Context: an optimization exercise on an open-source flow, tuned for small area, a short achievable clock period and few clock cycles per item. The choices shown serve that exercise and are no tape-out recipe.
Only simulation tests tie the RTL to the original design; equivalence was not proved.
Power and IR drop assume default switching activity.

==> design.v <==
`timescale 1ns / 1ps
`default_nettype none
package bprd_pkg;
  localparam int PALETTE_DEPTH = 256;
  localparam int MAX_WIDTH     = 4096;
  localparam int MAX_ROWS      = 4096;
  localparam int PAL_AW    = $clog2(PALETTE_DEPTH);
  localparam int ENT_W     = $clog2(PALETTE_DEPTH + 1);
  localparam int PAL_CNT_W = ENT_W + 2;
  localparam int FMT_W        = 2;
  localparam int WIDTH_CFG_W  = 13;
  localparam int HEIGHT_CFG_W = 14;
  localparam int ENT_CFG_W    = 9;
  localparam int CFG_DATA_W   = 14;
  localparam int CFG_ADDR_W   = 2;
  localparam int W_W    = $clog2(MAX_WIDTH + 1);
  localparam int GW     = (W_W > WIDTH_CFG_W) ? W_W : WIDTH_CFG_W;
  localparam int RB_W   = $clog2(3 * MAX_WIDTH + 4);
  localparam int CC_W   = RB_W + 1;
  localparam int ROWS_W = $clog2(MAX_ROWS + 1);
  localparam int COL_OUT_W = 12;
  localparam int ROW_OUT_W = 12;
  localparam int RGB_W     = 24;
  localparam int OUT_DATA_W = 48;
  localparam logic [1:0] CMD_START   = 2'd0;
  localparam logic [1:0] CMD_PALETTE = 2'd1;
  localparam logic [1:0] CMD_PIXEL   = 2'd2;
  localparam logic [1:0] FMT_4BPP  = 2'd0;
  localparam logic [1:0] FMT_8BPP  = 2'd1;
  localparam logic [1:0] FMT_24BPP = 2'd2;
  localparam logic [1:0] FMT_NONE  = 2'd3;
  localparam logic [CFG_ADDR_W-1:0] CFG_PIXEL_FORMAT    = 2'd0;
  localparam logic [CFG_ADDR_W-1:0] CFG_IMAGE_WIDTH     = 2'd1;
  localparam logic [CFG_ADDR_W-1:0] CFG_IMAGE_HEIGHT    = 2'd2;
  localparam logic [CFG_ADDR_W-1:0] CFG_PALETTE_ENTRIES = 2'd3;
  localparam logic [1:0] LANE_ALPHA = 2'd3;
  typedef struct packed {
    logic              en;
    logic [PAL_AW-1:0] addr;
    logic [1:0]        lane;
    logic [7:0]        data;
  } pal_wr_t;
  typedef enum logic {
    CLR_SWEEP,
    CLR_DONE
  } clr_state_t;
endpackage
`default_nettype wire
`timescale 1ns / 1ps
`default_nettype none
module bprd_color_table (
  input  wire                           clk,
  input  wire  [15:0]                   wr_hi_n,
  input  wire  [15:0]                   wr_lo_n,
  input  wire  [2:0]                    wr_go_n,
  input  wire  [7:0]                    wr_data,
  input  wire  [15:0]                   rd_lo,
  input  wire  [3:0]                    rd_mid,
  input  wire  [bprd_pkg::RGB_W-1:0]    rd_extra,
  output logic [4*bprd_pkg::RGB_W-1:0]  rd_part
);
  logic [bprd_pkg::RGB_W-1:0] mem [bprd_pkg::PALETTE_DEPTH];
  for (genvar i = 0; i < bprd_pkg::PALETTE_DEPTH; i++) begin : g_ent
    for (genvar l = 0; l < 3; l++) begin : g_lane
      always_ff @(posedge clk) begin
        if (!(wr_hi_n[i / 16] || wr_lo_n[i % 16] || wr_go_n[l])) begin
          mem[i][8*l +: 8] <= wr_data;
        end
      end
    end
  end
  logic [bprd_pkg::RGB_W-1:0] q [4];
  logic [bprd_pkg::RGB_W-1:0] s;
  always_comb begin
    for (int g = 0; g < 4; g++) begin
      q[g] = (g == 0) ? rd_extra : '0;
      for (int m = 0; m < 4; m++) begin
        s = '0;
        for (int l = 0; l < 16; l++) begin
          s = s | (mem[64*g + 16*m + l] & {bprd_pkg::RGB_W{rd_lo[l]}});
        end
        q[g] = q[g] | (s & {bprd_pkg::RGB_W{rd_mid[m]}});
      end
      rd_part[g*bprd_pkg::RGB_W +: bprd_pkg::RGB_W] = q[g];
    end
  end
endmodule
`default_nettype wire
`timescale 1ns / 1ps
`default_nettype none
module bmp_pixel_row_decoder_unit (
  input  wire                                 clk,
  input  wire                                 rst_n,
  input  wire                                 in_tvalid,
  output logic                                in_tready,
  input  wire  [7:0]                          in_tdata,    
  input  wire  [1:0]                          in_tuser,    
  output logic                                out_tvalid,
  input  wire                                 out_tready,
  output logic [bprd_pkg::OUT_DATA_W-1:0]     out_tdata,
  output logic                                out_tlast,   
  input  wire                                 cfg_we,
  input  wire  [bprd_pkg::CFG_ADDR_W-1:0]     cfg_addr,
  input  wire  [bprd_pkg::CFG_DATA_W-1:0]     cfg_wdata
);
  logic [bprd_pkg::FMT_W-1:0]        fmt_r;
  logic [bprd_pkg::WIDTH_CFG_W-1:0]  width_r;
  logic [bprd_pkg::HEIGHT_CFG_W-1:0] height_r;
  logic [bprd_pkg::ENT_CFG_W-1:0]    pal_ent_r;
  always_ff @(posedge clk) begin
    if (!rst_n) begin
      fmt_r     <= bprd_pkg::FMT_8BPP;
      width_r   <= bprd_pkg::WIDTH_CFG_W'(1);
      height_r  <= bprd_pkg::HEIGHT_CFG_W'(1);
      pal_ent_r <= '0;
    end else if (cfg_we) begin
      case (cfg_addr)
        bprd_pkg::CFG_PIXEL_FORMAT:    fmt_r     <= cfg_wdata[bprd_pkg::FMT_W-1:0];
        bprd_pkg::CFG_IMAGE_WIDTH:     width_r   <= cfg_wdata[bprd_pkg::WIDTH_CFG_W-1:0];
        bprd_pkg::CFG_IMAGE_HEIGHT:    height_r  <= cfg_wdata[bprd_pkg::HEIGHT_CFG_W-1:0];
        bprd_pkg::CFG_PALETTE_ENTRIES: pal_ent_r <= cfg_wdata[bprd_pkg::ENT_CFG_W-1:0];
        default: begin
        end
      endcase
    end
  end
  logic [bprd_pkg::PAL_CNT_W-1:0] pal_cnt_r, pal_cnt_nxt;
  logic [bprd_pkg::RB_W-1:0]      rbc_r, rbc_nxt;
  logic [bprd_pkg::CC_W-1:0]      col_r, col_nxt;
  logic [bprd_pkg::ROWS_W-1:0]    rows_r, rows_nxt;
  logic [15:0]                    pc_r, pc_nxt;
  logic [1:0]                     phase_r, phase_nxt;
  logic                           wr_en_nxt, wr_pend_r, wr_go_nxt;
  logic [15:0]                    wr_hi_n_r, wr_lo_n_r;
  logic [2:0]                     wr_lane_r, wr_go_n_r, wr_lane_nxt;
  logic [7:0]                     wr_data_r;
  logic                           j_valid_r, j2_valid_r;
  logic                           j_two_r, j2_two_r;
  logic                           j_direct_r, j2_direct_r;
  logic [7:0]                     j_byte_r, j2_byte_r, j2_idx;
  logic [15:0]                    j_lo_r;
  logic [3:0]                     j_mid_r, j_hi_r;
  logic [15:0]                    j_bg_r;
  logic [bprd_pkg::COL_OUT_W-1:0] j_col_r, j2_col_r;
  logic [bprd_pkg::ROW_OUT_W-1:0] j_row_r, j2_row_r;
  logic                           in_rdy_r;
  logic                           j_valid_nxt, j2_valid_nxt, wr_pend_nxt;
  logic                           out_valid_r;
  logic                           out_last_r;
  logic [bprd_pkg::RGB_W-1:0]     out_rgb_r;
  logic [bprd_pkg::COL_OUT_W-1:0] out_col_r;
  logic [bprd_pkg::ROW_OUT_W-1:0] out_row_r;
  logic [bprd_pkg::GW-1:0]           w_g;
  logic [bprd_pkg::RB_W-1:0]         w;
  logic [bprd_pkg::RB_W-1:0]         data_bytes;
  logic [bprd_pkg::RB_W:0]           padded_x;
  logic [bprd_pkg::RB_W-1:0]         padded;
  logic [bprd_pkg::HEIGHT_CFG_W-1:0] mag_h;
  logic [bprd_pkg::ROWS_W-1:0]       mag;
  logic [bprd_pkg::ROWS_W-1:0]       row;
  logic [bprd_pkg::ENT_W-1:0]        ent;
  logic [bprd_pkg::PAL_CNT_W-1:0]    pal_limit;
  logic [bprd_pkg::RB_W-1:0]         rbc_inc;
  logic [bprd_pkg::RB_W-1:0]         w_r, w3_r, db_r, pad_r;
  logic [bprd_pkg::ROWS_W-1:0]       mag_r, magm1_r;
  logic                              neg_r;
  logic [bprd_pkg::PAL_CNT_W-1:0]    pal_lim_r;
  logic [bprd_pkg::CC_W-1:0]         w_c, col_p1;
  logic in_acc, in_data, emit0, emit1, direct;
  logic dat_r, ge1_r, rok_r, dat_nxt, ge1_nxt, rok_nxt, pix_go;
  logic [7:0] idx0;
  logic o_can, j_free;
  logic [4*bprd_pkg::RGB_W-1:0] rd_part;
  logic [bprd_pkg::RGB_W-1:0]   rgb;
  logic [15:0]                  ld_lo;
  logic [3:0]                   ld_mid, ld_hi;
  logic                         p_free;
  logic                           p_valid_r;
  logic                           p_last_r;
  logic [3:0]                     p_hi_r;
  logic [4*bprd_pkg::RGB_W-1:0]   p_part_r;
  logic [bprd_pkg::COL_OUT_W-1:0] p_col_r;
  logic [bprd_pkg::ROW_OUT_W-1:0] p_row_r;
  assign in_tready = in_rdy_r;
  assign in_acc    = in_tvalid && in_rdy_r;
  always_comb begin
    w_g = bprd_pkg::GW'(width_r);
    if (width_r == '0) begin
      w_g = bprd_pkg::GW'(1);
    end else if (int'(width_r) > bprd_pkg::MAX_WIDTH) begin
      w_g = bprd_pkg::GW'(bprd_pkg::MAX_WIDTH);
    end
    w = bprd_pkg::RB_W'(w_g);
    case (fmt_r)
      bprd_pkg::FMT_4BPP: begin
        data_bytes = bprd_pkg::RB_W'(({1'b0, w_r} + 1'b1) >> 1);
        padded_x   = {1'b0, w_r} + 3'd7;
        padded     = {1'b0, padded_x[bprd_pkg::RB_W-1:3], 2'b00};
      end
      bprd_pkg::FMT_8BPP: begin
        data_bytes = w_r;
        padded_x   = {1'b0, w_r} + 2'd3;
        padded     = {padded_x[bprd_pkg::RB_W-1:2], 2'b00};
      end
      default: begin
        data_bytes = w3_r;
        padded_x   = {1'b0, w3_r} + 2'd3;
        padded     = {padded_x[bprd_pkg::RB_W-1:2], 2'b00};
      end
    endcase
    mag_h = height_r[bprd_pkg::HEIGHT_CFG_W-1] ? (~height_r + 1'b1) : height_r;
    mag   = (int'(mag_h) > bprd_pkg::MAX_ROWS) ? bprd_pkg::ROWS_W'(bprd_pkg::MAX_ROWS)
                                               : bprd_pkg::ROWS_W'(mag_h);
    ent = bprd_pkg::ENT_W'(pal_ent_r);
    if (pal_ent_r == '0) begin
      ent = (fmt_r == bprd_pkg::FMT_4BPP) ? bprd_pkg::ENT_W'(16)
                                          : bprd_pkg::ENT_W'(bprd_pkg::PALETTE_DEPTH);
    end else if (int'(pal_ent_r) > bprd_pkg::PALETTE_DEPTH) begin
      ent = bprd_pkg::ENT_W'(bprd_pkg::PALETTE_DEPTH);
    end
    pal_limit = {ent, 2'b00};
  end
  always_ff @(posedge clk) begin
    if (!rst_n) begin
      w_r        <= bprd_pkg::RB_W'(1);
      w3_r       <= bprd_pkg::RB_W'(3);
      db_r       <= bprd_pkg::RB_W'(1);
      pad_r      <= bprd_pkg::RB_W'(4);
      mag_r      <= bprd_pkg::ROWS_W'(1);
      magm1_r    <= '0;
      neg_r      <= 1'b0;
      pal_lim_r  <= bprd_pkg::PAL_CNT_W'(4 * bprd_pkg::PALETTE_DEPTH);
    end else begin
      w_r        <= w;
      w3_r       <= bprd_pkg::RB_W'({w, 1'b0} + {1'b0, w});
      db_r       <= data_bytes;
      pad_r      <= padded;
      mag_r      <= mag;
      magm1_r    <= mag_r - 1'b1;
      neg_r      <= height_r[bprd_pkg::HEIGHT_CFG_W-1];
      pal_lim_r  <= pal_limit;
    end
  end
  assign row = neg_r ? rows_r : (magm1_r - rows_r);
  assign rbc_inc = rbc_r + 1'b1;
  assign w_c     = bprd_pkg::CC_W'(w_r);
  assign col_p1  = col_r + 1'b1;
  assign in_data = dat_r;
  assign idx0    = (fmt_r == bprd_pkg::FMT_4BPP) ? {4'd0, in_tdata[7:4]} : in_tdata;
  always_comb begin
    pal_cnt_nxt = pal_cnt_r;
    rbc_nxt     = rbc_r;
    col_nxt     = col_r;
    rows_nxt    = rows_r;
    pc_nxt      = pc_r;
    phase_nxt   = phase_r;
    emit0       = 1'b0;
    emit1       = 1'b0;
    direct      = 1'b0;
    wr_en_nxt   = 1'b0;
    if (in_acc) begin
      case (in_tuser)
        bprd_pkg::CMD_START: begin
          pal_cnt_nxt = '0;
          rbc_nxt     = '0;
          col_nxt     = '0;
          rows_nxt    = '0;
          pc_nxt      = '0;
          phase_nxt   = '0;
        end
        bprd_pkg::CMD_PALETTE: begin
          if (fmt_r != bprd_pkg::FMT_NONE && pal_cnt_r < pal_lim_r) begin
            wr_en_nxt   = (pal_cnt_r[1:0] != bprd_pkg::LANE_ALPHA);
            pal_cnt_nxt = pal_cnt_r + 1'b1;
          end
        end
        bprd_pkg::CMD_PIXEL: begin
          if (fmt_r != bprd_pkg::FMT_NONE && rok_r) begin
            if (in_data) begin
              case (fmt_r)
                bprd_pkg::FMT_4BPP: begin
                  emit0   = (col_r < w_c);
                  emit1   = (col_p1 < w_c);
                  col_nxt = col_r + 2'd2;
                end
                bprd_pkg::FMT_8BPP: begin
                  emit0   = (col_r < w_c);
                  col_nxt = col_p1;
                end
                default: begin
                  case (phase_r)
                    2'd0: begin
                      pc_nxt    = {pc_r[15:8], in_tdata};
                      phase_nxt = 2'd1;
                    end
                    2'd1: begin
                      pc_nxt    = {in_tdata, pc_r[7:0]};
                      phase_nxt = 2'd2;
                    end
                    default: begin
                      emit0     = (col_r < w_c);
                      direct    = 1'b1;
                      col_nxt   = col_p1;
                      phase_nxt = 2'd0;
                    end
                  endcase
                end
              endcase
            end
            rbc_nxt = rbc_inc;
            if (ge1_r) begin
              rbc_nxt   = '0;
              col_nxt   = '0;
              phase_nxt = '0;
              rows_nxt  = rows_r + 1'b1;
            end
          end
        end
        default: begin
        end
      endcase
    end
  end
  assign pix_go = in_acc && in_tuser == bprd_pkg::CMD_PIXEL && fmt_r != bprd_pkg::FMT_NONE
                  && rok_r;
  always_comb begin
    dat_nxt = (rbc_r < db_r);
    ge1_nxt = (rbc_inc >= pad_r);
    rok_nxt = (rows_r < mag_r);
    if ((in_acc && in_tuser == bprd_pkg::CMD_START) || (pix_go && ge1_r)) begin
      dat_nxt = (db_r != '0);
      ge1_nxt = (pad_r <= bprd_pkg::RB_W'(1));
      rok_nxt = (in_acc && in_tuser == bprd_pkg::CMD_START) ? (mag_r != '0)
                                                            : (rows_r + 1'b1 < mag_r);
    end else if (pix_go) begin
      dat_nxt = (rbc_inc < db_r);
      ge1_nxt = (rbc_r + 2'd2 >= pad_r);
    end
  end
  always_ff @(posedge clk) begin
    if (!rst_n) begin
      dat_r <= 1'b1;
      ge1_r <= 1'b0;
      rok_r <= 1'b1;
    end else begin
      dat_r <= dat_nxt;
      ge1_r <= ge1_nxt;
      rok_r <= rok_nxt;
    end
  end
  always_ff @(posedge clk) begin
    if (!rst_n) begin
      pal_cnt_r <= '0;
      rbc_r     <= '0;
      col_r     <= '0;
      rows_r    <= '0;
      pc_r      <= '0;
      phase_r   <= '0;
    end else begin
      pal_cnt_r <= pal_cnt_nxt;
      rbc_r     <= rbc_nxt;
      col_r     <= col_nxt;
      rows_r    <= rows_nxt;
      pc_r      <= pc_nxt;
      phase_r   <= phase_nxt;
    end
  end
  always_comb begin
    wr_lane_nxt = wr_en_nxt ? (3'd1 << pal_cnt_r[1:0]) : wr_lane_r;
    wr_go_nxt   = wr_pend_nxt && !j_valid_nxt && !j2_valid_nxt;
  end
  always_ff @(posedge clk) begin
    if (!rst_n) begin
      wr_pend_r <= 1'b1;
      wr_go_n_r <= 3'b000;
      wr_hi_n_r <= '0;
      wr_lo_n_r <= '0;
      wr_lane_r <= 3'b111;
      wr_data_r <= '0;
    end else begin
      wr_pend_r <= wr_pend_nxt;
      wr_go_n_r <= wr_go_nxt ? ~wr_lane_nxt : 3'b111;
      if (wr_en_nxt) begin
        wr_hi_n_r <= ~(16'd1 << pal_cnt_r[9:6]);
        wr_lo_n_r <= ~(16'd1 << pal_cnt_r[5:2]);
        wr_lane_r <= wr_lane_nxt;
        wr_data_r <= in_tdata;
      end
    end
  end
  bprd_color_table u_color_table (
    .clk      (clk),
    .wr_hi_n  (wr_hi_n_r),
    .wr_lo_n  (wr_lo_n_r),
    .wr_go_n  (wr_go_n_r),
    .wr_data  (wr_data_r),
    .rd_lo    (j_lo_r),
    .rd_mid   (j_mid_r),
    .rd_extra (j_direct_r ? {j_byte_r, j_bg_r} : 24'd0),
    .rd_part  (rd_part)
  );
  assign o_can  = !out_valid_r || out_tready;
  assign p_free = !p_valid_r || o_can;
  assign j_free = !j_valid_r || (p_free && !j_two_r);
  always_comb begin
    j_valid_nxt  = j_valid_r;
    j2_valid_nxt = j2_valid_r;
    if (j_free) begin
      j_valid_nxt  = j2_valid_r || emit0;
      j2_valid_nxt = 1'b0;
    end else if (emit0) begin
      j2_valid_nxt = 1'b1;
    end
    wr_pend_nxt = wr_en_nxt || (wr_pend_r && (wr_go_n_r == 3'b111));
  end
  always_ff @(posedge clk) begin
    if (!rst_n) begin
      j_valid_r  <= 1'b0;
      j2_valid_r <= 1'b0;
      in_rdy_r   <= 1'b1;
    end else begin
      j_valid_r  <= j_valid_nxt;
      j2_valid_r <= j2_valid_nxt;
      in_rdy_r   <= !j2_valid_nxt && !(wr_pend_nxt && (j_valid_nxt || j2_valid_nxt));
    end
  end
  assign j2_idx = (fmt_r == bprd_pkg::FMT_4BPP) ? {4'd0, j2_byte_r[7:4]} : j2_byte_r;
  always_comb begin
    logic [7:0] a;
    logic       d;
    a = j2_valid_r ? j2_idx : idx0;
    d = j2_valid_r ? j2_direct_r : direct;
    ld_lo  = d ? 16'd0 : (16'd1 << a[3:0]);
    ld_mid = d ? 4'd0  : (4'd1 << a[5:4]);
    ld_hi  = d ? 4'd1  : (4'd1 << a[7:6]);
  end
  always_ff @(posedge clk) begin
    if (j_free) begin
      j_lo_r  <= ld_lo;
      j_mid_r <= ld_mid;
      j_hi_r  <= ld_hi;
      if (j2_valid_r) begin
        j_two_r    <= j2_two_r;
        j_direct_r <= j2_direct_r;
        j_byte_r   <= j2_byte_r;
        j_bg_r     <= pc_r;
        j_col_r    <= j2_col_r;
        j_row_r    <= j2_row_r;
      end else begin
        j_two_r    <= emit1;
        j_direct_r <= direct;
        j_byte_r   <= in_tdata;
        j_bg_r     <= pc_r;
        j_col_r    <= bprd_pkg::COL_OUT_W'(col_r);
        j_row_r    <= bprd_pkg::ROW_OUT_W'(row);
      end
    end else if (p_free) begin
      j_two_r <= 1'b0;
      j_lo_r  <= 16'd1 << j_byte_r[3:0];
      j_mid_r <= 4'd1;
      j_hi_r  <= 4'd1;
      j_col_r <= j_col_r + 1'b1;
    end
    if (!j2_valid_r) begin
      j2_two_r    <= emit1;
      j2_direct_r <= direct;
      j2_byte_r   <= in_tdata;
      j2_col_r    <= bprd_pkg::COL_OUT_W'(col_r);
      j2_row_r    <= bprd_pkg::ROW_OUT_W'(row);
    end
  end
  always_ff @(posedge clk) begin
    if (!rst_n) begin
      p_valid_r <= 1'b0;
    end else if (p_free) begin
      p_valid_r <= j_valid_r;
    end
  end
  always_ff @(posedge clk) begin
    if (p_free && j_valid_r) begin
      p_last_r <= !j_two_r;
      p_hi_r   <= j_hi_r;
      p_part_r <= rd_part;
      p_col_r  <= j_col_r;
      p_row_r  <= j_row_r;
    end
  end
  always_comb begin
    rgb = '0;
    for (int g = 0; g < 4; g++) begin
      rgb = rgb | (p_part_r[g*bprd_pkg::RGB_W +: bprd_pkg::RGB_W] & {bprd_pkg::RGB_W{p_hi_r[g]}});
    end
  end
  always_ff @(posedge clk) begin
    if (!rst_n) begin
      out_valid_r <= 1'b0;
    end else if (o_can) begin
      out_valid_r <= p_valid_r;
    end
  end
  always_ff @(posedge clk) begin
    if (o_can && p_valid_r) begin
      out_last_r <= p_last_r;
      out_rgb_r  <= rgb;
      out_col_r  <= p_col_r;
      out_row_r  <= p_row_r;
    end
  end
  assign out_tvalid = out_valid_r;
  assign out_tlast  = out_last_r;
  assign out_tdata  = {out_row_r, out_col_r,
                       out_rgb_r[7:0], out_rgb_r[15:8], out_rgb_r[23:16]};
endmodule
`default_nettype wire
==> run.sh <==
#!/bin/bash
# synth_recipe.tcl (not shown) runs the flow's synth.tcl, then flattens the netlist and writes it again
# the make line also repeats each setting of config.mk as NAME=value (left out here)
make -C /OpenROAD-flow-scripts/flow DESIGN_CONFIG=/design/flow/config.mk WORK_HOME=/design/flow/orfs CLKGATE_MAP_FILE= SYNTH_SCRIPT=/design/flow/synth_recipe.tcl finish
==> config.mk <==
export PLATFORM = sky130hd
export DESIGN_NAME = bmp_pixel_row_decoder_unit
export DESIGN_NICKNAME = bmp_pixel_row_decoder_unit
export VERILOG_FILES = /design/flow/design.v
export SDC_FILE = /design/flow/constraint.sdc
export NUM_CORES = 4
export LEC_CHECK = 0
export CAP_MARGIN = 20
export CORE_MARGIN = 2
export CORE_UTILIZATION = 42
export CTS_CLUSTER_DIAMETER = 100
export CTS_CLUSTER_SIZE = 24
export PLACE_DENSITY = 0.56
export SETUP_SLACK_MARGIN = 3.0
export SLEW_MARGIN = 20
export SYNTH_MEMORY_MAX_BITS = 8192
export TNS_END_PERCENT = 100
==> constraint.sdc <==
create_clock -name core_clock -period 6.0 [get_ports {clk}]
set_input_delay 1.2000 -clock core_clock [delete_from_list [all_inputs] [get_ports {clk}]]
set_output_delay 1.2000 -clock core_clock [all_outputs]
set_load 0.01 [all_outputs]
==> flow_summary.json <==
{
  "cts_buffers": 321,
  "routedWlPerCell_um": 35.3,
  "synthFlopType": "edfxtp_1",
  "worstSetupStartpointType": "flip-flop",
  "worst_setup_path_end_kind": "flip-flop",
  "cts-root-buf": "clkbuf_16",
  "synth_seq_area_share_pct": 80.0,
  "synthTopCellsByArea": "edfxtp_1 78%, a221oi_1 3.8%, a22o_1 3.8%, a22oi_1 3.2%, dfxtp_1 2.3%",
  "fin_crit_ps": 3100,
  "crit_type": "flip-flop to flip-flop",
  "tightest_slew_ps": 1280,
  "start_util_pct": 42.2,
  "final_area_mm2": 0.268,
  "crit_slowest_cell": "or2_2",
  "cp.depth": 2,
  "hp-class": "flip-flop to flip-flop",
  "synth_compound_area_share_pct": 12.4,
  "cp.required_ps": 6590,
  "antenna_left": 0,
  "ys_warn_count": 4,
  "drc_errors": 0,
  "synth_area_mm2": 0.247,
  "synthAdderAreaFrac_pct": 0.746,
  "clk_pin_slew_ps": 100,
  "hold_depth": 0,
  "track_usage_pct": 25.0,
  "vias": 140949,
  "finalHoldViolCount": 0,
  "wl_met2_mm": 358,
  "dr.pass1.iters": 7,
  "drive_gt1_share_pct": 7.39,
  "grt.overflow.total": 0,
  "synthSimpleGateAreaFrac_pct": 4.37,
  "avgSynthCellArea_um2": 17.3,
  "grt_pass1_vias": 133595,
  "synth.area.mux_share_pct": 0.275,
  "die_w_um": 771,
  "synth_fp_nets": 14461,
  "period_share_pct": 51.6,
  "ir_drop_uv": 246,
  "max_freq_mhz": 323,
  "fin_tns_setup_ps": 0,
  "fp.dieArea_mm2": 0.594,
  "h-tree-depth": 5,
  "cts_tree": "built",
  "grt_max_degree": 209,
  "antenna_found_initial": 39,
  "critical_path.top_delay_family": "simple AND/OR/NAND/NOR gates",
  "gp_congestion": 0.821,
  "via_per_inst": 6.44,
  "synthCells": 14284,
  "drt_wl_total_mm": 773,
  "area_growth_pct": 8.44,
  "fin_util_pct": 45.7,
  "max_stage_delay_ps": 1070,
  "finClkSkew_ps": 96.1,
  "dpl_cell_area_mm2": 0.257,
  "setup-violations-final": 0,
  "final_common_cell": "edfxtp_1",
  "ios": 82,
  "yosys.area.top_type": "edfxtp_1",
  "crit_arrival_ps": 3680,
  "clk_latency_ps": 1090,
  "synth_top_area_share_pct": 77.7,
  "slew_headroom_pct": 14.8,
  "rsz0062_at_grt": "true",
  "port_buffers": 81,
  "slew_viol_final": 0,
  "synth_edf_count": 6392,
  "wl_met3_mm": 68.6,
  "status": "complete, no violations",
  "rows": 281,
  "cap_violations": 0,
  "die_height_um": 771,
  "synth_xor_area_share_pct": 0.387,
  "reg2reg_depth": 2,
  "critical_path.max_fanout": 18,
  "fillers": 50095,
  "cts.sink_count": 6677,
  "grt_pass1_wl_mm": 1070,
  "wl_met1_mm": 323,
  "hpwl_mm": 433,
  "worst_hold_slack_ps": 411,
  "power.density_mw_per_mm2": 335,
  "clk_path_buf_depth": 4,
  "synth_cell_types": 78,
  "path_buf_inv": 0,
  "synth.ff_latch_count": 6677,
  "hold_buffers": 0,
  "synthArstFlopShare_pct": 0,
  "num-nets-final": 14215,
  "core_region_area_mm2": 0.586,
  "drt_iter0_markers": 19885,
  "synth_top_family_by_area": "compound AO/OA/AOI/OAI gates",
  "topRoutingLayerUsed": "met5",
  "p_leak_nw": 89.4,
  "path_cells": "or2_2, nor2_1",
  "final_cell_mix": "6392 x edfxtp_1, 1081 x a22o_1, 1025 x a221oi_1, 1023 x a22oi_1, 975 x nor2_1"
}
-- Yosys cell counts, types with 6 or more instances --
cell	count
edfxtp_1	6392
a221oi_1	1081
a22o_1	1081
a22oi_1	1038
nor2_1	996
clkbuf_1	859
nand3_1	404
nand4_1	349
dfxtp_1	285
nand2_1	273
o21ai_0	264
a21oi_1	165
buf_1	157
ha_1	144
inv_1	101
or2_2	59
xnor2_1	58
xor2_1	51
mux2_2	38
and3_1	32
nor3_1	32
a311oi_1	30
nor2b_1	29
and2_1	26
nand2b_1	26
a21o_1	24
a222oi_1	24
nor4_1	24
o22ai_1	19
a31oi_1	16
mux2i_1	16
o21a_1	16
o31ai_1	16
or3_1	16
a211oi_1	15
o211ai_1	15
nand3b_1	8
buf_2	7
o2111ai_1	7
a211o_1	6
and4_1	6
-- metrics by stage --
step | power, mW | setup WS (ps) | std cells
after CTS | 89.7 | 2870 | 21845
after detailed placement | 65.9 | 1740 | 21433
final | 89.6 | 2900 | 21900
after global placement | 65.7 | 1780 | 21425
after floorplan | 61.7 | 2100 | 14284
after global routing | 92.0 | 2800 | 21882
-- state kept, by name, indices dropped and copies added (netlist names), 13 cells and up --
signal,cells
j_lo_r,16
height_r,14
db_r,14
u_color_table.mem,6144
mag_r,13
out_rgb_r,24
pc_r,16
wr_lo_n_r,16
width_r,13
p_part_r,96
wr_hi_n_r,16
col_r,15
w3_r,13
j_bg_r,16
w_r,13
rbc_r,14
rows_r,13
-- timing repair --
action                     in CTS  in global routing
gates cloned                    6                  9
pin swaps                      20                 32
setup endpoints to repair     161                150
resized for setup             217                124
setup buffers                  22                 21
-- layer usage --
| metal | GRT usage (%) | up-vias |
|---|---|---|
| met2 | 39.6 | 7327 |
| met1 | 36.2 | 74546 |
| met5 | 0 | - |
| met3 | 3.93 | 996 |
| met4 | 6.65 | 24 |
| li1 | - | 58056 |
-- cell families (layout without fill, tap and decap cells) --
group | count (synthesis) | after routing
xor gates and xnor gates | 109 | 109
other | 0 | 19
buffers and inverters | 1129 | 943
adders and majority gates | 146 | 146
muxes | 58 | 58
AOI/OAI and AO/OA | 3860 | 3860
DFF | 6677 | 6677
and+or+nand+nor | 2305 | 2306
-- final timing paths --
check | from | slack, ps | to
min | j_row_r[0] | 410 | p_row_r[0]
min reg2reg | j_row_r[0] | 410 | p_row_r[0]
max | wr_go_n_r[0] | 2900 | u_color_table.mem[205][7]
max reg2reg | wr_go_n_r[0] | 2900 | u_color_table.mem[205][7]
-- power by group --
part / total, mW / internal (mW) / switching, mW
registers: 57.3 / 56.0 / 1.32
logic: 7.74 / 1.51 / 6.24
clock network: 24.6 / 9.99 / 14.6
total: 89.6 / 67.5 / 22.1
-- cell type report --
type,instances,area (um^2),area share [%]
Timing Repair Buffer,455,5340,1.99
Sequential cell,6677,198000,73.9
Inverter,104,400,0.150
Multi-Input combinational cell,6479,45800,17.1
Antenna cell,19,47.5,0.0178
Clock buffer,352,8280,3.09
Clock inverter,32,444,0.166
Tap cell,7782,9740,3.64
Testbench counts, summed over its fixed seeds: cycles 100,165, pixels 44,278.

-- afterwards: timing with drivers on the ports --
In the flow no input, the clock included, has a driving cell. The finished layout below was timed again as built, in two steps. Step 1, drivers: a clkbuf_16 drives clk and a buf_2 each remaining input, both assumed. Step 2 times the ports against the registers' clock, not the clock port: input delays grow and output delays shrink by t, the midpoint of the rising clock arrivals with the driver on. Three values: ideal ports, drivers, drivers and shift; two values: the first two.
t (ns): 1.147
setup WS [ns]: 2.905 / 2.890 / 2.086
worst setup path at the end: input to register
After both steps setup and hold are still met in this run. The setup slack of this run moves by -0.015 ns with the drivers and by -0.819 ns with both steps.
